What follows belongs to an exercise in optimizing a design on an open flow for small area; a production flow would make more cautious choices.
RTL that was checked went through simulation tests only; none was proved equivalent to the original.
No functional check of the RTL was part of runs 1 and 2.
No activity file was given, so power comes from the tool's default toggle rates.

==> design/flow/design.v <==
module skin_hold (input logic e, en, d, q, output logic y);
    assign y = (e & d) | (en & q);
endmodule
module skin_area_cmp (
    input  logic [7:0]  w,
    input  logic [7:0]  h,
    input  logic [15:0] t,
    output logic        keep
);
    logic [7:0][7:0] pp;
    assign pp[0] = ~(h & {8{w[0]}});
    assign pp[1] = ~(h & {8{w[1]}});
    assign pp[2] = ~(h & {8{w[2]}});
    assign pp[3] = ~(h & {8{w[3]}});
    assign pp[4] = ~(h & {8{w[4]}});
    assign pp[5] = ~(h & {8{w[5]}});
    assign pp[6] = ~(h & {8{w[6]}});
    assign pp[7] = ~(h & {8{w[7]}});
    logic s0_h;
    logic c0_h;
    logic s0_f;
    logic c0_f;
    logic s1_h;
    logic c1_h;
    logic s1_f;
    logic c1_f;
    logic s2_f;
    logic c2_f;
    logic s2_h;
    logic c2_h;
    logic s3_f;
    logic c3_f;
    logic s4_f;
    logic c4_f;
    logic s3_h;
    logic c3_h;
    logic s5_f;
    logic c5_f;
    logic s6_f;
    logic c6_f;
    logic s7_f;
    logic c7_f;
    logic s4_h;
    logic c4_h;
    logic s8_f;
    logic c8_f;
    logic s5_h;
    logic c5_h;
    logic s9_f;
    logic c9_f;
    logic s10_f;
    logic c10_f;
    logic s11_f;
    logic c11_f;
    logic s12_f;
    logic c12_f;
    logic s13_f;
    logic c13_f;
    logic s14_f;
    logic c14_f;
    logic s15_f;
    logic c15_f;
    logic s16_f;
    logic c16_f;
    logic s17_f;
    logic c17_f;
    logic s18_f;
    logic c18_f;
    logic s19_f;
    logic c19_f;
    logic s20_f;
    logic c20_f;
    logic s21_f;
    logic c21_f;
    logic s22_f;
    logic c22_f;
    logic s23_f;
    logic c23_f;
    logic s6_h;
    logic c6_h;
    logic s24_f;
    logic c24_f;
    logic s25_f;
    logic c25_f;
    logic s26_f;
    logic c26_f;
    logic s27_f;
    logic c27_f;
    logic s28_f;
    logic c28_f;
    logic s29_f;
    logic c29_f;
    logic s30_f;
    logic c30_f;
    logic s31_f;
    logic c31_f;
    logic s32_f;
    logic c32_f;
    logic s33_f;
    logic c33_f;
    logic s34_f;
    logic c34_f;
    logic s7_h;
    logic c7_h;
    logic s35_f;
    logic c35_f;
    logic s36_f;
    logic c36_f;
    logic s37_f;
    logic c37_f;
    logic s38_f;
    logic c38_f;
    logic s39_f;
    logic c39_f;
    logic s40_f;
    logic c40_f;
    logic s41_f;
    logic c41_f;
    logic s42_f;
    logic c42_f;
    logic s43_f;
    logic c43_f;
    logic s44_f;
    logic c44_f;
    logic s45_f;
    logic c45_f;
    logic s46_f;
    logic c46_f;
    logic s47_f;
    logic c47_f;
    skin_fa1 ha0 (.a(pp[0][5]), .b(pp[1][4]), .s(s0_h), .co(c0_h));
    skin_fa fa0 (.a(pp[0][6]), .b(pp[1][5]), .c(pp[2][4]), .s(s0_f), .co(c0_f));
    skin_fa1 ha1 (.a(pp[3][3]), .b(pp[4][2]), .s(s1_h), .co(c1_h));
    skin_fa fa1 (.a(pp[0][7]), .b(pp[1][6]), .c(pp[2][5]), .s(s1_f), .co(c1_f));
    skin_fa fa2 (.a(pp[3][4]), .b(pp[4][3]), .c(pp[5][2]), .s(s2_f), .co(c2_f));
    skin_fa1 ha2 (.a(pp[6][1]), .b(pp[7][0]), .s(s2_h), .co(c2_h));
    skin_fa fa3 (.a(pp[1][7]), .b(pp[2][6]), .c(pp[3][5]), .s(s3_f), .co(c3_f));
    skin_fa fa4 (.a(pp[4][4]), .b(pp[5][3]), .c(pp[6][2]), .s(s4_f), .co(c4_f));
    skin_fa1 ha3 (.a(pp[7][1]), .b(t[8]), .s(s3_h), .co(c3_h));
    skin_fa fa5 (.a(pp[2][7]), .b(pp[3][6]), .c(pp[4][5]), .s(s5_f), .co(c5_f));
    skin_fa fa6 (.a(pp[5][4]), .b(pp[6][3]), .c(pp[7][2]), .s(s6_f), .co(c6_f));
    skin_fa fa7 (.a(pp[3][7]), .b(pp[4][6]), .c(pp[5][5]), .s(s7_f), .co(c7_f));
    skin_fa1 ha4 (.a(pp[0][3]), .b(pp[1][2]), .s(s4_h), .co(c4_h));
    skin_fa fa8 (.a(pp[0][4]), .b(pp[1][3]), .c(pp[2][2]), .s(s8_f), .co(c8_f));
    skin_fa1 ha5 (.a(pp[3][1]), .b(pp[4][0]), .s(s5_h), .co(c5_h));
    skin_fa fa9 (.a(s0_h), .b(pp[2][3]), .c(pp[3][2]), .s(s9_f), .co(c9_f));
    skin_fa fa10 (.a(pp[4][1]), .b(pp[5][0]), .c(t[5]), .s(s10_f), .co(c10_f));
    skin_fa fa11 (.a(s0_f), .b(s1_h), .c(pp[5][1]), .s(s11_f), .co(c11_f));
    skin_fa fa12 (.a(pp[6][0]), .b(t[6]), .c(c0_h), .s(s12_f), .co(c12_f));
    skin_fa fa13 (.a(s1_f), .b(s2_f), .c(s2_h), .s(s13_f), .co(c13_f));
    skin_fa fa14 (.a(t[7]), .b(c0_f), .c(c1_h), .s(s14_f), .co(c14_f));
    skin_fa fa15 (.a(s3_f), .b(s4_f), .c(s3_h), .s(s15_f), .co(c15_f));
    skin_fa fa16 (.a(c1_f), .b(c2_f), .c(c2_h), .s(s16_f), .co(c16_f));
    skin_fa fa17 (.a(s5_f), .b(s6_f), .c(t[9]), .s(s17_f), .co(c17_f));
    skin_fa fa18 (.a(c3_f), .b(c4_f), .c(c3_h), .s(s18_f), .co(c18_f));
    skin_fa fa19 (.a(s7_f), .b(pp[6][4]), .c(pp[7][3]), .s(s19_f), .co(c19_f));
    skin_fa fa20 (.a(t[10]), .b(c5_f), .c(c6_f), .s(s20_f), .co(c20_f));
    skin_fa fa21 (.a(pp[4][7]), .b(pp[5][6]), .c(pp[6][5]), .s(s21_f), .co(c21_f));
    skin_fa fa22 (.a(pp[7][4]), .b(t[11]), .c(c7_f), .s(s22_f), .co(c22_f));
    skin_fa fa23 (.a(pp[5][7]), .b(pp[6][6]), .c(pp[7][5]), .s(s23_f), .co(c23_f));
    skin_fa1 ha6 (.a(pp[0][2]), .b(pp[1][1]), .s(s6_h), .co(c6_h));
    skin_fa fa24 (.a(s4_h), .b(pp[2][1]), .c(pp[3][0]), .s(s24_f), .co(c24_f));
    skin_fa fa25 (.a(s8_f), .b(s5_h), .c(t[4]), .s(s25_f), .co(c25_f));
    skin_fa fa26 (.a(s9_f), .b(s10_f), .c(c8_f), .s(s26_f), .co(c26_f));
    skin_fa fa27 (.a(s11_f), .b(s12_f), .c(c9_f), .s(s27_f), .co(c27_f));
    skin_fa fa28 (.a(s13_f), .b(s14_f), .c(c11_f), .s(s28_f), .co(c28_f));
    skin_fa fa29 (.a(s15_f), .b(s16_f), .c(c13_f), .s(s29_f), .co(c29_f));
    skin_fa fa30 (.a(s17_f), .b(s18_f), .c(c15_f), .s(s30_f), .co(c30_f));
    skin_fa fa31 (.a(s19_f), .b(s20_f), .c(c17_f), .s(s31_f), .co(c31_f));
    skin_fa fa32 (.a(s21_f), .b(s22_f), .c(c19_f), .s(s32_f), .co(c32_f));
    skin_fa fa33 (.a(s23_f), .b(t[12]), .c(c21_f), .s(s33_f), .co(c33_f));
    skin_fa fa34 (.a(pp[6][7]), .b(pp[7][6]), .c(t[13]), .s(s34_f), .co(c34_f));
    skin_fa1 ha7 (.a(pp[0][1]), .b(pp[1][0]), .s(s7_h), .co(c7_h));
    skin_fa fa35 (.a(s6_h), .b(pp[2][0]), .c(t[2]), .s(s35_f), .co(c35_f));
    skin_fa fa36 (.a(s24_f), .b(t[3]), .c(c6_h), .s(s36_f), .co(c36_f));
    skin_fa fa37 (.a(s25_f), .b(c4_h), .c(c24_f), .s(s37_f), .co(c37_f));
    skin_fa fa38 (.a(s26_f), .b(c5_h), .c(c25_f), .s(s38_f), .co(c38_f));
    skin_fa fa39 (.a(s27_f), .b(c10_f), .c(c26_f), .s(s39_f), .co(c39_f));
    skin_fa fa40 (.a(s28_f), .b(c12_f), .c(c27_f), .s(s40_f), .co(c40_f));
    skin_fa fa41 (.a(s29_f), .b(c14_f), .c(c28_f), .s(s41_f), .co(c41_f));
    skin_fa fa42 (.a(s30_f), .b(c16_f), .c(c29_f), .s(s42_f), .co(c42_f));
    skin_fa fa43 (.a(s31_f), .b(c18_f), .c(c30_f), .s(s43_f), .co(c43_f));
    skin_fa fa44 (.a(s32_f), .b(c20_f), .c(c31_f), .s(s44_f), .co(c44_f));
    skin_fa fa45 (.a(s33_f), .b(c22_f), .c(c32_f), .s(s45_f), .co(c45_f));
    skin_fa fa46 (.a(s34_f), .b(c23_f), .c(c33_f), .s(s46_f), .co(c46_f));
    skin_fa fa47 (.a(pp[7][7]), .b(t[14]), .c(c34_f), .s(s47_f), .co(c47_f));
    logic [15:0] ra, rb;
    assign ra = {t[15], s47_f, s46_f, s45_f, s44_f, s43_f, s42_f, s41_f, s40_f, s39_f, s38_f, s37_f, s36_f, s35_f, s7_h, pp[0][0]};
    assign rb = {c47_f, c46_f, c45_f, c44_f, c43_f, c42_f, c41_f, c40_f, c39_f, c38_f, c37_f, c36_f, c35_f, c7_h, t[1], t[0]};
    logic co16n;
    skin_carry16n fin (.a(ra), .b(rb), .con(co16n));
    assign keep = co16n;
endmodule
module skin_fa (input logic a, b, c, output logic s, co);
    assign s  = a ^ b ^ c;
    assign co = (a & b) | (a & c) | (b & c);
endmodule
module skin_xnor2 (input logic a, b, output logic y);
    assign y = ~(a ^ b);
endmodule
module skin_or2 (input logic a, b, output logic y);
    assign y = a | b;
endmodule
module skin_fa1 (input logic a, b, output logic s, co);
    skin_xnor2 u_s (.a(a), .b(b), .y(s));
    skin_or2   u_c (.a(a), .b(b), .y(co));
endmodule
module skin_carry16n (input logic [15:0] a, b, output logic con);
    logic [16:0] s;
    assign s   = {1'b0, a} + {1'b0, b};
    assign con = ~s[16];
endmodule
module skin_ao222n (input logic a1, a2, b1, b2, c1, c2, output logic y);
    assign y = ~((a1 & a2) | (b1 & b2) | (c1 & c2));
endmodule
module skin_sel12 (input logic [11:0] s, input logic [11:0] d, output logic y);
    logic [3:0] n;
    for (genvar g = 0; g < 4; g++) begin : grp
        skin_ao222n u (.a1(s[3*g]), .a2(d[3*g]), .b1(s[3*g+1]), .b2(d[3*g+1]),
                       .c1(s[3*g+2]), .c2(d[3*g+2]), .y(n[g]));
    end
    assign y = ~&n;
endmodule
module skin_box_overlay_top (
    input  logic        clk,
    input  logic        reset,
    input  logic        vsync_i,
    input  logic        href_i,
    input  logic        pix_stb_i,
    input  logic [7:0]  u_i,
    input  logic [7:0]  v_i,
    input  logic [7:0]  u_ref_i,
    input  logic [7:0]  v_ref_i,
    input  logic [15:0] area_thresh_i,
    input  logic        mode_i,
    input  logic [9:0]  draw_x_i,
    input  logic [9:0]  draw_y_i,
    input  logic [6:0]  luma_i,
    output logic [6:0]  red_o,
    output logic [6:0]  green_o,
    output logic [6:0]  blue_o
);
    logic       href_q, vsync_q;
    logic [1:0] xc;
    logic [7:0] xo;
    logic [1:0] yr;
    logic [7:0] yo;
    logic       hit_stb, fe, stale, latch;
    logic [2:0] fcnt;
    logic href_fall, vsync_rise, x_in, y_in, pix_cnt, chroma_match, pix_hit;
    logic [8:0] du, dv;
    assign href_fall  = href_q & ~href_i;
    assign vsync_rise = vsync_i & ~vsync_q;
    assign x_in       = ~((xc == 2'd3) && (xo == 8'd159));
    assign y_in       = (yr != 2'd3);
    assign pix_cnt    = pix_stb_i & href_i & x_in;
    assign du = {1'b0, u_i} - {1'b0, u_ref_i};
    assign dv = {1'b0, v_i} - {1'b0, v_ref_i};
    assign chroma_match = ((du[8] ? (~du[7:0] + 8'd1) : du[7:0]) <= 8'd16) &&
                          ((dv[8] ? (~dv[7:0] + 8'd1) : dv[7:0]) <= 8'd16);
    assign pix_hit = pix_cnt & y_in & chroma_match;
    always_ff @(posedge clk or posedge reset) begin
        if (reset) begin
            href_q  <= 1'b0;
            vsync_q <= 1'b0;
            xc      <= 2'd0;
            xo      <= 8'd255;
            yr      <= 2'd0;
            yo      <= 8'd0;
            hit_stb <= 1'b0;
            fe      <= 1'b0;
            stale   <= 1'b0;
            latch   <= 1'b0;
            fcnt    <= 3'd0;
        end else begin
            href_q  <= href_i;
            vsync_q <= vsync_i;
            hit_stb <= pix_hit;
            fe      <= vsync_rise;
            stale   <= fe;
            latch   <= fe && (fcnt == 3'd4);
            if (fe) fcnt <= (fcnt == 3'd4) ? 3'd0 : fcnt + 3'd1;
            if (href_fall) begin
                xc <= 2'd0;
                xo <= 8'd255;
            end else if (pix_cnt) begin
                if (xo == 8'd159) begin
                    xc <= xc + 2'd1;
                    xo <= 8'd0;
                end else begin
                    xo <= xo + 8'd1;
                end
            end
            if (vsync_rise) begin
                yr <= 2'd0;
                yo <= 8'd0;
            end else if (href_fall && y_in) begin
                if (yo == 8'd159) begin
                    yr <= yr + 2'd1;
                    yo <= 8'd0;
                end else begin
                    yo <= yo + 8'd1;
                end
            end
        end
    end
    logic [1:0]      k;
    logic [3:0]      act_v, a_v, b_v;
    logic [3:0][7:0] act_mnx, act_mxx, act_mny, act_mxy;
    logic [3:0][7:0] a_mnx, a_mxx, a_mny, a_mxy;
    logic [3:0][7:0] b_mnx, b_mxx, b_mny, b_mxy;
    logic       shift;
    logic       upd;
    logic       empty_sel;
    logic [7:0] cur_mnx, cur_mxx;
    logic       lt_x, gt_x;
    assign shift     = ~fe & ~stale & y_in & (yr != k);
    assign upd       = hit_stb & ~fe;
    assign empty_sel = ~act_v[xc] | stale;
    assign cur_mnx   = act_mnx[xc];
    assign cur_mxx   = act_mxx[xc];
    assign lt_x      = xo < cur_mnx;
    assign gt_x      = xo > cur_mxx;
    always_ff @(posedge clk or posedge reset) begin
        if (reset) begin
            k     <= 2'd0;
            act_v <= 4'd0;
            a_v   <= 4'd0;
            b_v   <= 4'd0;
        end else if (stale) begin
            k     <= 2'd0;
            a_v   <= 4'd0;
            b_v   <= 4'd0;
            act_v <= 4'd0;
            if (hit_stb) act_v[xc] <= 1'b1;
        end else if (shift) begin
            k     <= k + 2'd1;
            a_v   <= act_v;
            b_v   <= a_v;
            act_v <= 4'd0;
        end else if (upd) begin
            act_v[xc] <= 1'b1;
        end
    end
    logic [3:0] csel;
    logic [3:0] we_mnx, we_mxx, we_mny, we_mxy;
    always_comb begin
        for (int r = 0; r < 4; r++) begin
            csel[r]   = upd && (xc == 2'(r));
            we_mnx[r] = csel[r] & (empty_sel | lt_x);
            we_mxx[r] = csel[r] & (empty_sel | gt_x);
            we_mny[r] = csel[r] & empty_sel;
            we_mxy[r] = csel[r];
        end
    end
    logic [3:0][7:0] act_mnx_d, act_mxx_d, act_mny_d, act_mxy_d;
    logic [3:0][7:0] a_mnx_d, a_mxx_d, a_mny_d, a_mxy_d;
    logic [3:0][7:0] b_mnx_d, b_mxx_d, b_mny_d, b_mxy_d;
    logic shift_n;
    assign shift_n = ~shift;
    for (genvar r = 0; r < 4; r++) begin : trk_r
        for (genvar i = 0; i < 8; i++) begin : trk_b
            skin_hold h_amnx (.e(we_mnx[r]), .en(~we_mnx[r]), .d(xo[i]), .q(act_mnx[r][i]), .y(act_mnx_d[r][i]));
            skin_hold h_amxx (.e(we_mxx[r]), .en(~we_mxx[r]), .d(xo[i]), .q(act_mxx[r][i]), .y(act_mxx_d[r][i]));
            skin_hold h_amny (.e(we_mny[r]), .en(~we_mny[r]), .d(yo[i]), .q(act_mny[r][i]), .y(act_mny_d[r][i]));
            skin_hold h_amxy (.e(we_mxy[r]), .en(~we_mxy[r]), .d(yo[i]), .q(act_mxy[r][i]), .y(act_mxy_d[r][i]));
            skin_hold h_rmnx (.e(shift), .en(shift_n), .d(act_mnx[r][i]), .q(a_mnx[r][i]), .y(a_mnx_d[r][i]));
            skin_hold h_rmxx (.e(shift), .en(shift_n), .d(act_mxx[r][i]), .q(a_mxx[r][i]), .y(a_mxx_d[r][i]));
            skin_hold h_rmny (.e(shift), .en(shift_n), .d(act_mny[r][i]), .q(a_mny[r][i]), .y(a_mny_d[r][i]));
            skin_hold h_rmxy (.e(shift), .en(shift_n), .d(act_mxy[r][i]), .q(a_mxy[r][i]), .y(a_mxy_d[r][i]));
            skin_hold h_bmnx (.e(shift), .en(shift_n), .d(a_mnx[r][i]), .q(b_mnx[r][i]), .y(b_mnx_d[r][i]));
            skin_hold h_bmxx (.e(shift), .en(shift_n), .d(a_mxx[r][i]), .q(b_mxx[r][i]), .y(b_mxx_d[r][i]));
            skin_hold h_bmny (.e(shift), .en(shift_n), .d(a_mny[r][i]), .q(b_mny[r][i]), .y(b_mny_d[r][i]));
            skin_hold h_bmxy (.e(shift), .en(shift_n), .d(a_mxy[r][i]), .q(b_mxy[r][i]), .y(b_mxy_d[r][i]));
        end
    end
    always_ff @(posedge clk) begin
        act_mnx <= act_mnx_d;
        act_mxx <= act_mxx_d;
        act_mny <= act_mny_d;
        act_mxy <= act_mxy_d;
        a_mnx   <= a_mnx_d;
        a_mxx   <= a_mxx_d;
        a_mny   <= a_mny_d;
        a_mxy   <= a_mxy_d;
        b_mnx   <= b_mnx_d;
        b_mxx   <= b_mxx_d;
        b_mny   <= b_mny_d;
        b_mxy   <= b_mxy_d;
    end
    logic [1:0]           s_k;
    logic [2:0][3:0]      s_v;
    logic [2:0][3:0][7:0] s_mnx, s_mxx, s_mny, s_mxy;
    always_ff @(posedge clk or posedge reset) begin
        if (reset) begin
            s_k <= 2'd0;
            s_v <= '0;
        end else if (latch) begin
            s_k <= k;
            s_v <= {b_v, a_v, act_v};
        end
    end
    logic [2:0][3:0][7:0] t_mnx, t_mxx, t_mny, t_mxy;
    logic [2:0][3:0][7:0] s_mnx_d, s_mxx_d, s_mny_d, s_mxy_d;
    logic latch_n;
    assign latch_n = ~latch;
    assign t_mnx = {b_mnx, a_mnx, act_mnx};
    assign t_mxx = {b_mxx, a_mxx, act_mxx};
    assign t_mny = {b_mny, a_mny, act_mny};
    assign t_mxy = {b_mxy, a_mxy, act_mxy};
    for (genvar r = 0; r < 12; r++) begin : smp_r
        for (genvar i = 0; i < 8; i++) begin : smp_b
            skin_hold h_mnx (.e(latch), .en(latch_n), .d(t_mnx[r/4][r%4][i]), .q(s_mnx[r/4][r%4][i]), .y(s_mnx_d[r/4][r%4][i]));
            skin_hold h_mxx (.e(latch), .en(latch_n), .d(t_mxx[r/4][r%4][i]), .q(s_mxx[r/4][r%4][i]), .y(s_mxx_d[r/4][r%4][i]));
            skin_hold h_mny (.e(latch), .en(latch_n), .d(t_mny[r/4][r%4][i]), .q(s_mny[r/4][r%4][i]), .y(s_mny_d[r/4][r%4][i]));
            skin_hold h_mxy (.e(latch), .en(latch_n), .d(t_mxy[r/4][r%4][i]), .q(s_mxy[r/4][r%4][i]), .y(s_mxy_d[r/4][r%4][i]));
        end
    end
    always_ff @(posedge clk) begin
        s_mnx <= s_mnx_d;
        s_mxx <= s_mxx_d;
        s_mny <= s_mny_d;
        s_mxy <= s_mxy_d;
    end
    logic [15:0] thr_q;
    always_ff @(posedge clk) thr_q <= {area_thresh_i[15:5], area_thresh_i[4] | (area_thresh_i == 16'd0), area_thresh_i[3:0]};
    logic [4:0] dxh, dyh;
    logic [2:0] dcol;
    logic [2:0] drow;
    logic [2:0] dxo_hi, dyo_hi;
    logic [7:0] dx, dy;
    logic [1:0] p;
    logic       d_in;
    assign dxh = draw_x_i[9:5];
    assign dyh = draw_y_i[9:5];
    assign dcol   = 3'(dxh / 5'd5);
    assign dxo_hi = 3'(dxh % 5'd5);
    assign drow   = 3'(dyh / 5'd5);
    assign dyo_hi = 3'(dyh % 5'd5);
    assign dx = {dxo_hi, draw_x_i[4:0]};
    assign dy = {dyo_hi, draw_y_i[4:0]};
    assign p  = s_k - drow[1:0];
    assign d_in = (dcol < 3'd4) && (drow < 3'd3) && (p != 2'd3);
    logic [11:0] osel;
    always_comb begin
        for (int i = 0; i < 3; i++)
            for (int j = 0; j < 4; j++)
                osel[4*i+j] = d_in && (p == 2'(i)) && (dcol[1:0] == 2'(j));
    end
    logic       bv;
    logic [7:0] mnx, mxx, mny, mxy;
    skin_sel12 u_sel_v (.s(osel), .d(s_v), .y(bv));
    for (genvar i = 0; i < 8; i++) begin : ov_b
        logic [11:0] dmnx, dmxx, dmny, dmxy;
        for (genvar r = 0; r < 12; r++) begin : ov_r
            assign dmnx[r] = s_mnx[r/4][r%4][i];
            assign dmxx[r] = s_mxx[r/4][r%4][i];
            assign dmny[r] = s_mny[r/4][r%4][i];
            assign dmxy[r] = s_mxy[r/4][r%4][i];
        end
        skin_sel12 u_mnx (.s(osel), .d(dmnx), .y(mnx[i]));
        skin_sel12 u_mxx (.s(osel), .d(dmxx), .y(mxx[i]));
        skin_sel12 u_mny (.s(osel), .d(dmny), .y(mny[i]));
        skin_sel12 u_mxy (.s(osel), .d(dmxy), .y(mxy[i]));
    end
    logic [7:0]  bw, bh;
    logic        keep, on_edge, paint;
    assign bw      = mxx - mnx + 8'd1;
    assign bh      = mxy - mny + 8'd1;
    skin_area_cmp u_area (.w(bw), .h(bh), .t(thr_q), .keep(keep));
    assign on_edge = (((dy == mny) || (dy == mxy)) && (dx >= mnx) && (dx <= mxx)) ||
                     (((dx == mnx) || (dx == mxx)) && (dy >= mny) && (dy <= mxy));
    assign paint   = mode_i & bv & keep & on_edge;
    logic [6:0] g_q;
    logic       paint_q;
    always_ff @(posedge clk or posedge reset) begin
        if (reset) begin
            g_q     <= 7'd0;
            paint_q <= 1'b0;
        end else begin
            g_q     <= paint ? 7'd0 : luma_i;
            paint_q <= paint;
        end
    end
    assign red_o   = g_q | {7{paint_q}};
    assign green_o = g_q;
    assign blue_o  = g_q;
endmodule
==> design/flow/run.sh <==
#!/bin/bash
# synth_recipe.tcl (not shown) runs the flow's synth.tcl, then flattens the netlist and writes it again
# the make line also repeats each setting of config.mk as NAME=value (left out here)
make -C /OpenROAD-flow-scripts/flow DESIGN_CONFIG=/design/flow/config.mk WORK_HOME=/design/flow/orfs CLKGATE_MAP_FILE= SYNTH_SCRIPT=/design/flow/synth_recipe.tcl finish
==> design/flow/config.mk <==
export PLATFORM = sky130hd
export DESIGN_NAME = skin_box_overlay_top
export DESIGN_NICKNAME = skin_box_overlay_top
export VERILOG_FILES = /design/flow/design.v
export SDC_FILE = /design/flow/constraint.sdc
export NUM_CORES = 4
export LEC_CHECK = 0
export CAP_MARGIN = 20
export CORE_MARGIN = 2
export CORE_UTILIZATION = 50
export SLEW_MARGIN = 20
export SYNTH_HIERARCHICAL = 1
export SYNTH_MINIMUM_KEEP_SIZE = 0
==> design/flow/constraint.sdc <==
create_clock -name core_clock -period 10.0 [get_ports {clk}]
set_input_delay 2.0000 -clock core_clock [delete_from_list [all_inputs] [get_ports {clk}]]
set_output_delay 2.0000 -clock core_clock [all_outputs]
set_load 0.01 [all_outputs]
==> summary.md, run 1 <==
| Metric | Value |
|---|---|
| Run status | complete, but fails checks |
| Failed Checks | negative setup slack |
| CTS tree | done |
| Main flop type after synthesis | sky130_fd_sc_hd__dfxtp_1 |
| Power per cell area | 206.2 mW/mm^2 |
| Pin count of the biggest net entering global routing | 214 |
| Number of search-and-repair iterations in the first detailed-routing pass | 7 |
| Count of max-cap constraint violations | 0 |
| Final clock period utilization by the worst path | 102.0% |
| Number of DRC violations after detailed-routing iteration 0 | 3043 |
| Largest delay share family, worst path | adder cells |
| FF+latch count, synth | 849 |
| Count of warnings emitted by yosys | 7 |
| Top cell type's share of synthesized area | 48.31% |
| Syn avg cell area | 12.15 sq um |
| Detailed placement HPWL | 62560 microns |
| Fraction of final layout cells with drive strength greater than 1 | 17.89% |
| Final Hold Slack | 457.3 ps |
| Antenna violations before repair | 1 |
| Routability-driven placement congestion ratio | 0.9240 |
| Wire length of the first global-routing pass | 154100 microns |
| Final number of setup-violating endpoints | 8 |
| Most common cell after layout, fill and taps aside | sky130_fd_sc_hd__dfxtp_1 |
| Worst-Skew Late Latency | 660 ps |
| Synth Instances | 2673 |
| # H-tree levels | 3 |
| FF-to-FF path depth | 38 |
| Worst min-delay path class | reg -> reg |
| Shortest period the worst path allows | 10200 ps |
| Longest Clk Path Bufs | 3 |
| Number of port buffers | 101 |
| Simple-gate share of the synthesized area | 5.476% |
| Crit path kind | in -> reg |
| Area of the die | 0.06703 sq mm |
| Max incr delay on CP | 590 ps |
| Hold Path Stages | 1 |
| Post-CTS Hold Fix Bufs | 0 |
| Syn_nets | 2925 |
| Library cell occupying the most area in the post-synthesis netlist | sky130_fd_sc_hd__dfxtp_1 |
| Worst supply voltage drop on vdd | 0.0002652 V |
| Vias per cell | 6.380 |
| Complex-gate fraction of the synthesized area | 27.96% |
| Unrepaired setup endpoints after global routing | true |
| # nets final | 3350 |
| Data required time at the worst endpoint | 10530 ps |
| Placement Rows | 93 |
| Core region area | 0.06435 sq mm |
| Critical path depth in cells | 45 |
| Starting utilization of the core area | 50.49% |
| Share of synthesized registers carrying an async set or reset | 7.656% |
| Synthesized-area fraction occupied by xor and xnor cells | 1.479% |
| Die Width | 258.9 microns |
| Clock tree root buffer cell | sky130_fd_sc_hd__clkbuf_16 |
| Total gr overflow | 0 |
| Global-route usage over all layers | 29.43% |
| Adder and majority cell fraction of the synthesized area | 7.787% |
| Cell variety after synth | 65 |
| Combinational family with the most area after synthesis | compound AO/OA/AOI/OAI gates |
| I/O pins | 102 |
| P_leak | 16.02 nW |
| Count of nets left with antenna violations after detail routing | 0 |
| Element type at the critical path end | register |
| Post-Synthesis Cell Area | 0.03249 sq mm |
| Top area cells in the synthesized netlist | sky130_fd_sc_hd__dfxtp_1, sky130_fd_sc_hd__a22o_1, sky130_fd_sc_hd__ha_1 |
| Startpoint kind of the worst setup timing path | input pin |
| Seq/Total Area, Yosys | 53.35% |
| Final Max Tran Viols | 0 |
| Top library cells by usage in the layout, fill and taps aside | sky130_fd_sc_hd__dfxtp_1, sky130_fd_sc_hd__a22o_1, sky130_fd_sc_hd__buf_4, sky130_fd_sc_hd__a222oi_1, sky130_fd_sc_hd__nand2_1 |
| Crit-path max FO | 8 |
| Remaining routing DRC violations | 0 |
| Clock buffers created by TritonCTS | 89 |
| Setup Skew | 26.40 ps |
| Number of vias in the routed layout | 25673 |
| Achievable frequency | 0.09805 GHz |
| Total placed instance area | 0.03606 sq mm |
| Mux cell area share after synthesis | 1.783% |
| Post-detailed-routing wire length | 101000 microns |
| Via count of the first global-routing pass | 25107 |
| Total clock sinks | 849 |
| Post-DR wirelength/cell | 25.10 microns |
| Minimum setup slack in the final design | -199.0 ps |
| Vertical die dimension | 258.9 microns |
| Number of buffer and inverter instances along the worst setup path | 10 |
| EDFF count, synth | 0 |
| Worst slew pin tran | 1144 ps |
| Endpoints failing hold | 0 |
| Crit path DAT | 10730 ps |
| Number of diodes | 0 |
| Post-route standard cell area excluding fillers | 0.04014 sq mm |
| Post-synthesis to final-layout area growth | 23.57% |
| Critical-path top delay cell | sky130_fd_sc_hd__fa_2 |
| Max transition margin | 23.76% |
| Clk slew on worst S/H paths | 60 ps |
-- repair_timing --
item / in CTS / in global routing
hold endpoints to repair: 0 / 0
gates resized for setup: 60 / 48
gates cloned: 3 / 1
endpoints found under the setup margin: 8 / 8
buffers inserted: 59 / 18
pin swaps: 55 / 61
-- per-module statistics from Yosys, one instance, submodules excluded, excerpt --
module / times used / area (sq um) / cells inside
skin_area_cmp: 1 / 420.4 / 80
skin_fa: 48 / 20.02 / 1
skin_carry16n: 1 / 311.5 / 36
skin_hold: 768 / 8.758 / 1
skin_or2: 8 / 6.256 / 1
skin_sel12: 33 / 6.256 / 1
skin_xnor2: 8 / 8.758 / 1
skin_ao222n: 132 / 10.01 / 1
skin_box_overlay_top: 1 / 22420 / 1560
-- routing by layer --
layer	global-route usage, %	vias up	routed length, microns
met5	0	-	9
met4	11.10	2	3704
met3	3.993	228	6702
met2	46.75	989	46650
met1	40.97	12866	43930
li1	-	11588	-
-- registers in the layout, summed over array words and instances, names as in the netlist, 96 cells and up --
| name | count |
|---|---|
| s_mny | 96 |
| s_mxy | 96 |
| s_mxx | 96 |
| s_mnx | 96 |
-- cell type report --
cell class,instances,area [sq um]
fillers,5108,24200
flip-flops and latches,849,17340
multi-input cells,1676,15000
repair buffers,370,3336
clock buffers,138,2704
well taps,855,1070
inverters,112,440.4
clock inverters,24,260.3
-- power breakdown --
group	internal, mW	switching, mW	total, mW
combinational	0.396	0.882	1.28
sequential	3.52	0.153	3.68
clock	1.94	1.38	3.32
-- metrics by stage --
stage	std cells	setup TNS, ps	total power [mW]	util, %	setup slack (ps)
2_1_floorplan	2673	-35.60	4.399	-	-17.80
3_3_place_gp	3784	-14020	4.925	56.04	-1787
3_5_place_dp	3784	-14230	4.948	56.04	-1812
4_1_cts	4008	-518.2	8.287	61.82	-96.32
5_1_grt	4024	-3491	8.573	62.39	-464.9
6_report	4024	-1386	8.276	62.39	-199.0
-- cell families (layout without fill, tap and decap cells) --
logic type / count (synthesis) / in the layout
AO/OA/AOI/OAI: 1060 / 1060
adder cells (fa/ha/maj): 171 / 171
buffers and inverters: 148 / 644
AND/OR/NAND/NOR: 355 / 355
flip-flops: 849 / 849
multiplexers: 36 / 36
XOR/XNOR: 54 / 54
-- synth_stat cells (17+ instances only) --
| cell type | instances |
|---|---|
| sky130_fd_sc_hd__inv_1 | 112 |
| sky130_fd_sc_hd__dfrtp_1 | 57 |
| sky130_fd_sc_hd__xnor2_1 | 32 |
| sky130_fd_sc_hd__dfxtp_1 | 784 |
| sky130_fd_sc_hd__a22o_1 | 772 |
| sky130_fd_sc_hd__fa_1 | 52 |
| sky130_fd_sc_hd__nor2_1 | 57 |
| sky130_fd_sc_hd__a222oi_1 | 132 |
| sky130_fd_sc_hd__o21ai_0 | 32 |
| sky130_fd_sc_hd__xor2_1 | 21 |
| sky130_fd_sc_hd__a21oi_1 | 42 |
| sky130_fd_sc_hd__o21a_1 | 17 |
| sky130_fd_sc_hd__nand4_1 | 51 |
| sky130_fd_sc_hd__nand2_1 | 119 |
| sky130_fd_sc_hd__ha_1 | 119 |
-- final timing paths --
| kind | startpoint | endpoint | slack (ps) |
|---|---|---|---|
| max | draw_y_i[9] | g_q[5]$_DFF_PP0_ | -200 |
| min | b_mnx[17]$_DFF_P_ | s_mnx[81]$_DFF_P_ | 460 |
| max reg2reg | s_k[0]$_DFFE_PP0P_ | g_q[5]$_DFF_PP0_ | 2020 |
| min reg2reg | b_mnx[17]$_DFF_P_ | s_mnx[81]$_DFF_P_ | 460 |
| max in group asynchronous | reset | latch$_DFF_PP0_ | 7460 |
| min in group asynchronous | reset | g_q[0]$_DFF_PP0_ | 1920 |
==> run 2, diff against run 1 <==
--- a/design/flow/config.mk
+++ b/design/flow/config.mk
@@ -9,3 +9,3 @@
 export CORE_MARGIN = 2
-export CORE_UTILIZATION = 50
+export CORE_UTILIZATION = 65
 export SLEW_MARGIN = 20
==> run 2 against run 1 <==
Against the previous run:
- the layout still fails its checks (negative setup slack)
- core utilization rose by 18 points
- die area fell by 23%
- via count rose by 3.2%
- first-iteration DRC count rose by 32%
- global-route usage rose by 7.8 points
- clock power fell by 2%
- design area fell by 1.4%
- critical path depth rose by 15
- total power fell by 1.1%
- sequential power barely moved
- critical endpoint is now g_q[0]$_DFF_PP0_
==> summary.md, run 2 <==
| Metric | Value |
|---|---|
| Number of port buffers | 101 (unchanged) |
| Post-synthesis to final-layout area growth | 21.80% |
| Simple-gate share of the synthesized area | 5.476% (unchanged) |
| Achievable frequency | 0.09555 GHz (-2.6%) |
| Data required time at the worst endpoint | 10510 ps (-20 ps) |
| Pin count of the biggest net entering global routing | 214 (unchanged) |
| Routability-driven placement congestion ratio | 0.9238 (about the same) |
| Synthesized-area fraction occupied by xor and xnor cells | 1.479% (unchanged) |
| Library cell occupying the most area in the post-synthesis netlist | sky130_fd_sc_hd__dfxtp_1 |
| Reg-to-Reg Start | s_k[0]$_DFFE_PP0P_ |
| Most used cell along the critical path | sky130_fd_sc_hd__buf_4 |
| Top library cells by usage in the layout, fill and taps aside | sky130_fd_sc_hd__dfxtp_1, sky130_fd_sc_hd__a22o_1, sky130_fd_sc_hd__buf_4, sky130_fd_sc_hd__a222oi_1, sky130_fd_sc_hd__nand2_1 |
| Core region area | 0.04915 sq mm (-24%) |
| Element type at the critical path end | register |
| Detailed placement HPWL | 60970 microns (-2.6%) |
| Failed Checks | negative setup slack |
| Fraction of final layout cells with drive strength greater than 1 | 17.16% (-0.73 points) |
| Worst Hold Path EP | b_mnx[23]$_DFF_P_ |
| Remaining routing DRC violations | 0 (unchanged) |
| Hold Path Stages | 1 (unchanged) |
| Most instantiated library cell after synthesis | sky130_fd_sc_hd__dfxtp_1 |
| Shortest period the worst path allows | 10470 ps (+267.2 ps) |
| P_leak | 15.84 nW (-1.1%) |
| Power per cell area | 206.8 mW/mm^2 (+0.29%) |
| Worst slew pin tran | 1224 ps (+80.68 ps) |
| Synth Instances | 2673 (unchanged) |
| Startpoint kind of the worst setup timing path | input pin |
| Count of max-cap constraint violations | 0 (unchanged) |
| Clk slew on worst S/H paths | 60 ps (about the same) |
| Total gr overflow | 0 (unchanged) |
| Endpoints failing hold | 0 (unchanged) |
| Total clock sinks | 849 (unchanged) |
| Max incr delay on CP | 560 ps (-30 ps) |
| Number of vias in the routed layout | 26487 (+3.2%) |
| Commonest cells in the netlist | sky130_fd_sc_hd__dfxtp_1, sky130_fd_sc_hd__a22o_1, sky130_fd_sc_hd__a222oi_1, sky130_fd_sc_hd__ha_1, sky130_fd_sc_hd__nand2_1 |
| Critical-path top delay cell | sky130_fd_sc_hd__a222oi_1 |
| Worst supply voltage drop on vdd | 0.0002445 V (-7.8%) |
| Crit-path max FO | 8 (unchanged) |
| Worst-Skew Late Latency | 630 ps (-30 ps) |
| Wire length of the first global-routing pass | 149600 microns (-2.9%) |
| Cell variety after synth | 65 (unchanged) |
| Utilization of the core after routing | 80.51% (+18 points) |
| Post-Synthesis Cell Area | 0.03249 sq mm (unchanged) |
| Syn_nets | 2925 (unchanged) |
| Unrepaired setup endpoints after global routing | true |
| Vertical die dimension | 227.6 microns (-12%) |
| Number of fill cells in the layout | 2947 (-42%) |
| Post-detailed-routing wire length | 97680 microns (-3.3%) |
| Clock tree root buffer cell | sky130_fd_sc_hd__clkbuf_16 |
| Final number of setup-violating endpoints | 8 (unchanged) |
| Max transition margin | 18.39% (-5.4 points) |
| Syn avg cell area | 12.15 sq um (unchanged) |
| Post-CTS Hold Fix Bufs | 0 (unchanged) |
| Main flop type after synthesis | sky130_fd_sc_hd__dfxtp_1 |
| Area of the die | 0.05179 sq mm (-23%) |
| # H-tree levels | 3 (unchanged) |
| Number of search-and-repair iterations in the first detailed-routing pass | 10 (+3) |
| Setup TNS after final layout | -3611 ps (-2225 ps) |
| # nets final | 3332 (-0.54%) |
| Worst min-delay path class | reg -> reg |
| Vias per cell | 6.948 (+8.9%) |
| FF-to-FF End | g_q[0]$_DFF_PP0_ |
| Most common cell after layout, fill and taps aside | sky130_fd_sc_hd__dfxtp_1 |
| Complex-gate fraction of the synthesized area | 27.96% (unchanged) |
| Mux cell area share after synthesis | 1.783% (unchanged) |
| Placement Rows | 81 (-13%) |
| Combinational family with the most area after synthesis | compound AO/OA/AOI/OAI gates |
| Minimum setup slack in the final design | -466.2 ps (-267.2 ps) |
| Starting utilization of the core area | 66.10% (+16 points) |
| FF-to-FF path depth | 52 (+37%) |
| Die Width | 227.6 microns (-12%) |
| Count of warnings emitted by yosys | 7 (unchanged) |
| Global-route usage over all layers | 37.20% (+7.8 points) |
| Post-DR wirelength/cell | 25.62 microns (+2.1%) |
| Share of synthesized registers carrying an async set or reset | 7.656% (unchanged) |
| Startpoint of the worst hold path | b_mnx[23]$_DFF_P_ |
| Run status | complete, but fails checks |
| Antenna violations before repair | 1 (unchanged) |
| Setup Skew | 15.64 ps (-10.76 ps) |
| Top cell type's share of synthesized area | 48.31% (unchanged) |
| Final clock period utilization by the worst path | 104.7% (+2.7 points) |
| I/O pins | 102 (unchanged) |
| Clock buffers created by TritonCTS | 82 (-7.9%) |
| Final Max Tran Viols | 0 (unchanged) |
| Setup slack on the worst flop-to-flop path | 1710 ps (-310 ps) |
| Longest Clk Path Bufs | 3 (unchanged) |
| Seq/Total Area, Yosys | 53.35% (unchanged) |
| Top area cells in the synthesized netlist | sky130_fd_sc_hd__dfxtp_1, sky130_fd_sc_hd__a22o_1, sky130_fd_sc_hd__ha_1 |
| FF+latch count, synth | 849 (unchanged) |
| Crit path DAT | 10980 ps (+250 ps) |
| Crit path kind | in -> reg |
| Adder and majority cell fraction of the synthesized area | 7.787% (unchanged) |
| Power Total | 8.182 mW (-1.1%) |
| Count of nets left with antenna violations after detail routing | 0 (unchanged) |
| Via count of the first global-routing pass | 25866 (+3.0%) |
| CTS tree | done |
| Number of DRC violations after detailed-routing iteration 0 | 4008 (+32%) |
| EDFF count, synth | 0 (unchanged) |
-- run 2: changes by cell type in the layout (fill, tap and decap cells not counted), sizes merged --
cell           delta
clkdlybuf4s15     -1
clkdlybuf4s50     -1
inv               -1
bufinv            +6
clkinv            +1
dlygate4sd2       +1
clkbuf           -17
buf               -9
bufbuf            -1
diode             +1
-- run 2: Yosys stat by module (local to each module, per instance), excerpt --
module                flops+latches  cells  times used
skin_box_overlay_top            849   1560           1
skin_area_cmp                     0     80           1
skin_sel12                        0      1          33
skin_carry16n                     0     36           1
skin_or2                          0      1           8
skin_xnor2                        0      1           8
skin_fa                           0      1          48
skin_hold                         0      1         768
skin_ao222n                       0      1         132
-- run 2: worst max path at each step --
stage / start / endpoint / depth (start not counted)
after floorplan: draw_y_i[8] / g_q[0]$_DFF_PP0_ / 42
after global placement: draw_y_i[6] / g_q[0]$_DFF_PP0_ / 45
after detailed placement: draw_y_i[6] / g_q[0]$_DFF_PP0_ / 43
after CTS: draw_y_i[8] / g_q[6]$_DFF_PP0_ / 48
after global routing: draw_y_i[8] / g_q[0]$_DFF_PP0_ / 45
final: draw_y_i[8] / g_q[0]$_DFF_PP0_ / 60
-- run 2: where the power goes --
part	switching, mW	internal [mW]	total (mW)
combinational	0.862	0.380	1.24
sequential	0.161	3.52	3.68
clock	1.32	1.93	3.26
total	2.35	5.84	8.18
-- run 2: logic make-up (layout without fill, tap and decap cells) --
| family | after synthesis | after routing |
|---|---|---|
| muxes | 36 | 36 |
| and+or+nand+nor | 355 | 355 |
| xor gates and xnor gates | 54 | 54 |
| adders and majority gates | 171 | 171 |
| other | 0 | 1 |
| buffers and inverters | 148 | 622 |
| AOI/OAI and AO/OA | 1060 | 1060 |
| DFF | 849 | 849 |
-- run 2: critical path: cells and delay by family --
| kind | cells | cell delay, ps |
|---|---|---|
| buffers and inverters | 38 | 4760 |
| and+or+nand+nor | 10 | 1640 |
| AOI/OAI and AO/OA | 7 | 1620 |
| adders and majority gates | 3 | 590 |
| xor gates and xnor gates | 2 | 350 |
-- run 2: metal layers --
metal	vias up	GRT usage, %	routed length [microns]	share of wire (%)
li1	11566	-	-	-
met1	13161	51.75	40270	41
met2	1478	57.17	44160	45
met3	282	6.440	8960	9.2
met4	0	16.64	4297	4.4
met5	-	0	0	0
-- run 2: cell type report --
class	count	area (sq um)	area share, %
sequential	849	17340	43.81
antenna	1	2.502	0.006324
inverter	112	440.4	1.113
multi-input combinational	1676	14880	37.60
clock buffer	121	2441	6.169
clock inverter	30	430.4	1.088
timing repair buffer	359	3212	8.116
tap	664	830.8	2.099
-- run 2: metrics by stage --
stage	hold slack [ps]	cell area [sq um]	std cells	worst slack, ps
3_5_place_dp	452.1	35780	3586	-1873
6_report	471.4	39570	3812	-466.2
2_1_floorplan	351.9	32660	2673	-17.80
4_1_cts	471.5	39330	3800	-225.4
5_1_grt	484.7	39570	3812	-758.5
3_3_place_gp	450.3	35780	3586	-1709
-- run 2: what timing repair did --
| item | in CTS | in global routing |
|---|---|---|
| pin swaps | 61 | 80 |
| resized for setup | 62 | 44 |
| buffers inserted | 62 | 13 |
| endpoints found under the setup margin | 8 | 8 |
| gates cloned | 1 | 0 |
==> run 3, diff against run 2 <==
--- a/design/flow/design.v
+++ b/design/flow/design.v
@@ -251,2 +251,5 @@
     logic [8:0] du, dv;
+    logic [7:0] xo_inc, yo_inc;
+    assign xo_inc = xo + 8'd1;
+    assign yo_inc = yo + 8'd1;
     assign href_fall  = href_q & ~href_i;
@@ -290,3 +293,3 @@
                 end else begin
-                    xo <= xo + 8'd1;
+                    xo <= xo_inc;
                 end
@@ -301,3 +304,3 @@
                 end else begin
-                    yo <= yo + 8'd1;
+                    yo <= yo_inc;
                 end
@@ -322,3 +325,3 @@
     assign lt_x      = xo < cur_mnx;
-    assign gt_x      = xo > cur_mxx;
+    assign gt_x      = xo >= cur_mxx;
     always_ff @(posedge clk or posedge reset) begin
@@ -363,5 +366,5 @@
             skin_hold h_amnx (.e(we_mnx[r]), .en(~we_mnx[r]), .d(xo[i]), .q(act_mnx[r][i]), .y(act_mnx_d[r][i]));
-            skin_hold h_amxx (.e(we_mxx[r]), .en(~we_mxx[r]), .d(xo[i]), .q(act_mxx[r][i]), .y(act_mxx_d[r][i]));
+            skin_hold h_amxx (.e(we_mxx[r]), .en(~we_mxx[r]), .d(xo_inc[i]), .q(act_mxx[r][i]), .y(act_mxx_d[r][i]));
             skin_hold h_amny (.e(we_mny[r]), .en(~we_mny[r]), .d(yo[i]), .q(act_mny[r][i]), .y(act_mny_d[r][i]));
-            skin_hold h_amxy (.e(we_mxy[r]), .en(~we_mxy[r]), .d(yo[i]), .q(act_mxy[r][i]), .y(act_mxy_d[r][i]));
+            skin_hold h_amxy (.e(we_mxy[r]), .en(~we_mxy[r]), .d(yo_inc[i]), .q(act_mxy[r][i]), .y(act_mxy_d[r][i]));
             skin_hold h_rmnx (.e(shift), .en(shift_n), .d(act_mnx[r][i]), .q(a_mnx[r][i]), .y(a_mnx_d[r][i]));
@@ -427,18 +430,26 @@
     logic [4:0] dxh, dyh;
-    logic [2:0] dcol;
-    logic [2:0] drow;
+    logic [3:0] dcol_oh;
+    logic [2:0] drow_oh;
     logic [2:0] dxo_hi, dyo_hi;
-    logic [7:0] dx, dy;
-    logic [1:0] p;
-    logic       d_in;
+    logic [7:0] dx, dy, dx1, dy1;
     assign dxh = draw_x_i[9:5];
     assign dyh = draw_y_i[9:5];
-    assign dcol   = 3'(dxh / 5'd5);
+    always_comb begin
+        for (int j = 0; j < 4; j++) dcol_oh[j] = (dxh >= 5'(5*j)) && (dxh < 5'(5*j+5));
+        for (int i = 0; i < 3; i++) drow_oh[i] = (dyh >= 5'(5*i)) && (dyh < 5'(5*i+5));
+    end
     assign dxo_hi = 3'(dxh % 5'd5);
-    assign drow   = 3'(dyh / 5'd5);
     assign dyo_hi = 3'(dyh % 5'd5);
-    assign dx = {dxo_hi, draw_x_i[4:0]};
-    assign dy = {dyo_hi, draw_y_i[4:0]};
-    assign p  = s_k - drow[1:0];
-    assign d_in = (dcol < 3'd4) && (drow < 3'd3) && (p != 2'd3);
+    assign dx  = {dxo_hi, draw_x_i[4:0]};
+    assign dy  = {dyo_hi, draw_y_i[4:0]};
+    assign dx1 = dx + 8'd1;
+    assign dy1 = dy + 8'd1;
+    logic [2:0] ksel;
+    logic [2:0] psel;
+    always_comb begin
+        for (int i = 0; i < 3; i++) ksel[i] = (s_k == 2'(i));
+        psel[0] = (ksel[0] & drow_oh[0]) | (ksel[1] & drow_oh[1]) | (ksel[2] & drow_oh[2]);
+        psel[1] = (ksel[1] & drow_oh[0]) | (ksel[2] & drow_oh[1]);
+        psel[2] = (ksel[2] & drow_oh[0]);
+    end
     logic [11:0] osel;
@@ -447,3 +458,3 @@
             for (int j = 0; j < 4; j++)
-                osel[4*i+j] = d_in && (p == 2'(i)) && (dcol[1:0] == 2'(j));
+                osel[4*i+j] = psel[i] & dcol_oh[j];
     end
@@ -467,7 +478,7 @@
     logic        keep, on_edge, paint;
-    assign bw      = mxx - mnx + 8'd1;
-    assign bh      = mxy - mny + 8'd1;
+    assign bw      = mxx - mnx;
+    assign bh      = mxy - mny;
     skin_area_cmp u_area (.w(bw), .h(bh), .t(thr_q), .keep(keep));
-    assign on_edge = (((dy == mny) || (dy == mxy)) && (dx >= mnx) && (dx <= mxx)) ||
-                     (((dx == mnx) || (dx == mxx)) && (dy >= mny) && (dy <= mxy));
+    assign on_edge = (((dy == mny) || (dy1 == mxy)) && (dx >= mnx) && (dx < mxx)) ||
+                     (((dx == mnx) || (dx1 == mxx)) && (dy >= mny) && (dy < mxy));
     assign paint   = mode_i & bv & keep & on_edge;
--- a/design/flow/config.mk
+++ b/design/flow/config.mk
@@ -9,3 +9,3 @@
 export CORE_MARGIN = 2
-export CORE_UTILIZATION = 65
+export CORE_UTILIZATION = 55
 export SLEW_MARGIN = 20
==> run 3 against run 2 <==
Against the previous run:
- now clean on timing, DRC and antenna
- wire length shrank 0.29%
- synthesized area up 2.3%
- flip-flop and latch count unchanged
- global-route usage fell by 6.6 points
- synthesized cell count rose by 4.7%
- count of clock-buffer cells in the layout rose by 2
- fmax up 9.4%
- via count is 1.2% lower
- critical path type unchanged
- largest cell class unchanged
==> summary.md, run 3 <==
| Metric | Value |
|---|---|
| Run status | finished clean |
| Antenna violations before repair | 1 (unchanged) |
| Most instantiated library cell after synthesis | sky130_fd_sc_hd__dfxtp_1 |
| Remaining routing DRC violations | 0 (unchanged) |
| Setup slack on the worst flop-to-flop path | 2060 ps (+350 ps) |
| Data required time at the worst endpoint | 10520 ps (about the same) |
| Worst supply voltage drop on vdd | 0.0001642 V (-33%) |
| Seq/Total Area, Yosys | 52.17% (-1.2 points) |
| Number of search-and-repair iterations in the first detailed-routing pass | 7 (-3) |
| Pin count of the biggest net entering global routing | 235 (+9.8%) |
| Area of the die | 0.06239 sq mm (+20%) |
| Global-route usage over all layers | 30.65% (-6.6 points) |
| Main flop type after synthesis | sky130_fd_sc_hd__dfxtp_1 |
| FF+latch count, synth | 849 (unchanged) |
| Setup Skew | 17.49 ps (+1.854 ps) |
| P_leak | 15.82 nW (-0.11%) |
| Number of port buffers | 101 (unchanged) |
| Clk slew on worst S/H paths | 60 ps (about the same) |
| Part of the total power dissipated in combinational logic | 6.4% (-8.8 points) |
| Core region area | 0.06002 sq mm (+22%) |
| Top library cells by usage in the layout, fill and taps aside | sky130_fd_sc_hd__dfxtp_1, sky130_fd_sc_hd__a22o_1, sky130_fd_sc_hd__buf_4, sky130_fd_sc_hd__nand2_1, sky130_fd_sc_hd__a222oi_1 |
| Longest Clk Path Bufs | 3 (unchanged) |
| Clock buffers created by TritonCTS | 87 (+6.1%) |
| Most used cell along the critical path | sky130_fd_sc_hd__buf_4 |
| Worst min-delay path class | reg -> reg |
| Post-detailed-routing wire length | 97400 microns (-0.29%) |
| Number of diodes | 0 (-1) |
| Syn avg cell area | 11.87 sq um (-2.3%) |
| Crit path DAT | 10090 ps (-890 ps) |
| Post-synthesis to final-layout area growth | 20.75% |
| Vertical die dimension | 249.8 microns (+9.8%) |
| Number of vias in the routed layout | 26181 (-1.2%) |
| Crit path kind | in -> reg |
| Shortest period the worst path allows | 9564 ps (-902.0 ps) |
| Worst-Skew Late Latency | 640 ps (about the same) |
| Worst Setup Slack post-DPL | -1056 ps (+816.4 ps) |
| Power per cell area | 183.3 mW/mm^2 (-11%) |
| Final Hold Slack | 471.0 ps (-0.3610 ps) |
| Top area cells in the synthesized netlist | sky130_fd_sc_hd__dfxtp_1, sky130_fd_sc_hd__a22o_1, sky130_fd_sc_hd__dfrtp_1 |
| Final clock period utilization by the worst path | 95.64% (-9.0 points) |
| EDFF count, synth | 0 (unchanged) |
| Number of DRC violations after detailed-routing iteration 0 | 3042 (-24%) |
| Final Max Tran Viols | 0 (unchanged) |
| CTS tree | done |
| Critical-path top delay cell | sky130_fd_sc_hd__fa_1 |
| Total placed instance area | 0.03669 sq mm (+2.5%) |
| Via count of the first global-routing pass | 25453 (-1.6%) |
| Wire length of the first global-routing pass | 151300 microns (+1.1%) |
| Die Width | 249.8 microns (+9.8%) |
| Worst slew pin tran | 1259 ps (+34.67 ps) |
| Commonest cells in the netlist | sky130_fd_sc_hd__dfxtp_1, sky130_fd_sc_hd__a22o_1, sky130_fd_sc_hd__nand2_1, sky130_fd_sc_hd__a222oi_1, sky130_fd_sc_hd__ha_1 |
| Share of synthesized registers carrying an async set or reset | 7.656% (unchanged) |
| Most common cell after layout, fill and taps aside | sky130_fd_sc_hd__dfxtp_1 |
| Crit-path max FO | 8 (unchanged) |
| Fraction of final layout cells with drive strength greater than 1 | 14.61% (-2.6 points) |
| Top cell type's share of synthesized area | 47.24% (-1.1 points) |
| Max incr delay on CP | 520 ps (-40 ps) |
| Detailed placement HPWL | 63940 microns (+4.9%) |
| # H-tree levels | 3 (unchanged) |
| Part of the total power dissipated in the clock network | 46.1% (+6.3 points) |
| Placement Rows | 90 (+11%) |
| Cell variety after synth | 79 (+22%) |
| Element type at the critical path end | register |
| Post-Synthesis Cell Area | 0.03322 sq mm (+2.3%) |
| I/O pins | 102 (unchanged) |
| Pint | 5.632 mW (-3.5%) |
| Final number of setup-violating endpoints | 0 (-8) |
| Net switching fraction of the power | 23.40% (-5.3 points) |
| Library cell occupying the most area in the post-synthesis netlist | sky130_fd_sc_hd__dfxtp_1 |
| Sequential share of power | 47.5% (+2.5 points) |
| Post-CTS Hold Fix Bufs | 0 (unchanged) |
| Max transition margin | 16.07% (-2.3 points) |
| Starting utilization of the core area | 55.35% (-11 points) |
| Total gr overflow | 0 (unchanged) |
| # nets final | 3406 (+2.2%) |
| Count of max-cap constraint violations | 0 (unchanged) |
| Minimum setup slack in the final design | 435.9 ps (+902.0 ps) |
| Switching Power | 1.720 mW (-27%) |
| Synth Instances | 2798 (+4.7%) |
| Count of warnings emitted by yosys | 7 (unchanged) |
| Endpoints failing hold | 0 (unchanged) |
| Startpoint kind of the worst setup timing path | input pin |
| Post-DR wirelength/cell | 24.23 microns (-5.5%) |
| Clock tree root buffer cell | sky130_fd_sc_hd__clkbuf_16 |
| Post-route standard cell area excluding fillers | 0.04012 sq mm (+1.4%) |
| Achievable frequency | 0.1046 GHz (+9.4%) |
| Vias per cell | 6.513 (-6.3%) |
| Count of nets left with antenna violations after detail routing | 0 (unchanged) |
| Setup TNS after final layout | 0 ps (+3611 ps) |
| Total clock sinks | 849 (unchanged) |
| Syn_nets | 3039 (+3.9%) |
| Routability-driven placement congestion ratio | 0.9023 (-2.3%) |
## run 3: changes by cell type after synthesis, sizes merged, moves of 7 or more
cell	previous run	this run
nand2	119	143
nand4	51	44
nor2	57	79
a21boi	2	9
nand3	16	25
xnor2	33	43
nor3b	2	11
buf	27	34
ha	119	108
o21ai	34	61
inv	112	102
## run 3: metrics by stage
step	instances	util, %	total power [mW]
after global routing	4020	66.84	7.588
after detailed placement	3837	61.13	4.026
after CTS	4003	66.32	7.383
final	4020	66.84	7.352
after floorplan	2798	-	3.843
after global placement	3837	61.13	4.012
## run 3: kinds of logic after synthesis
logic type | Yosys count | share of synthesized area, %
AND/OR/NAND/NOR | 424 | 6.361
XOR/XNOR | 68 | 1.834
multiplexers | 38 | 1.849
AO/OA/AOI/OAI | 1110 | 28.37
flip-flops | 849 | 52.17
buffers and inverters | 149 | 2.218
adder cells (fa/ha/maj) | 160 | 7.201
## run 3: power groups by stage
stage / clock (mW) / combinational, mW / sequential, mW
2_1_floorplan: 0 / 0.284 / 3.56
3_3_place_gp: 0 / 0.447 / 3.56
5_1_grt: 3.57 / 0.524 / 3.50
3_5_place_dp: 0 / 0.461 / 3.57
4_1_cts: 3.43 / 0.464 / 3.49
6_report: 3.39 / 0.472 / 3.49
## run 3: final cells by class
cell class | instances | area (sq um)
Inverter | 102 | 402.9
Fill cell | 4571 | 19900
Sequential cell | 849 | 17340
Clock buffer | 123 | 2555
Timing Repair Buffer | 325 | 2972
Clock inverter | 39 | 491.7
Tap cell | 782 | 978.4
Multi-Input combinational cell | 1800 | 15380
## run 3: worst max-delay path: cells and delay by family
kind | cells | cell delay [ps]
fa+ha+maj | 7 | 3010
simple gates | 13 | 2060
xor+xnor | 1 | 150
buf+inv | 10 | 1740
compound gates | 7 | 1120
## run 3: timing repair
action / CTS / global route
pin swaps: 1 / 27
buffers inserted: 4 / 17
resized for setup: 2 / 29
endpoints found under the hold margin: 0 / 0
endpoints found under the setup margin: 8 / 8
## run 3: final timing paths
path	from	to	cells past startpoint
setup / recovery	draw_y_i[5]	g_q[2]$_DFF_PP0_	38
hold / removal	b_mny[16]$_DFF_P_	b_mny[16]$_DFF_P_	1
setup reg to reg	s_k[1]$_DFFE_PP0P_	g_q[2]$_DFF_PP0_	34
hold reg to reg	b_mny[16]$_DFF_P_	b_mny[16]$_DFF_P_	1
max in group asynchronous	reset	latch$_DFF_PP0_	3
min in group asynchronous	reset	href_q$_DFF_PP0_	3
## run 3: per-layer routing
metal / track usage, % / up-vias / wire length (microns) / share of wire [%]
met5: 0 / - / 13 / 0.013
met4: 9.639 / 2 / 2708 / 2.8
met3: 4.641 / 155 / 7193 / 7.4
met2: 48.17 / 997 / 44930 / 46
met1: 43.61 / 13074 / 42550 / 44
li1: - / 11953 / - / -
## run 3: per-module statistics from Yosys, one instance, submodules excluded, excerpt
module                cells  cell area [sq um]  flip-flops and latches
skin_carry16n            36              311.5                       0
skin_box_overlay_top   1685              23160                     849
skin_or2                  1              6.256                       0
skin_area_cmp            80              420.4                       0
skin_xnor2                1              8.758                       0
skin_hold                 1              8.758                       0
skin_fa                   1              20.02                       0
skin_ao222n               1              10.01                       0

-- port drivers added, routing unchanged --
The flow's constraints put no driver on any port. The routed layouts listed below were extracted and timed again, unchanged, in two steps.
Step 1 sets driving cells, clkbuf_16 on the clock port and buf_2 on the other inputs (assumed; they add their load-dependent delay and slew).
Step 2, shift: input delay + t, output delay - t, t = (earliest + latest rising clock arrival at the registers) / 2. This alone moves slack from input paths to output paths.
Three values: no drivers, after step 1, after step 2; two values: the first two.
run | shift t [ns] | slack for setup (ns) | hold WS [ns] | worst data-port slew with drivers (ns)
run 1 | 0.710 | -0.199 / -0.159 / -0.869 | 0.457 / 0.457 / 0.457 | 0.09
run 2 | 0.684 | -0.466 / -0.436 / -1.121 | 0.471 / 0.471 / 0.471 | 0.06
run 3 | 0.702 | 0.436 / 0.479 / -0.222 | 0.471 / 0.471 / 0.471 | 0.07
With both steps, setup timing fails in run 3, where it was met with ideal ports. The setup slack of run 1, which loses most, moves by +0.040 ns with the drivers and by -0.670 ns with both steps.
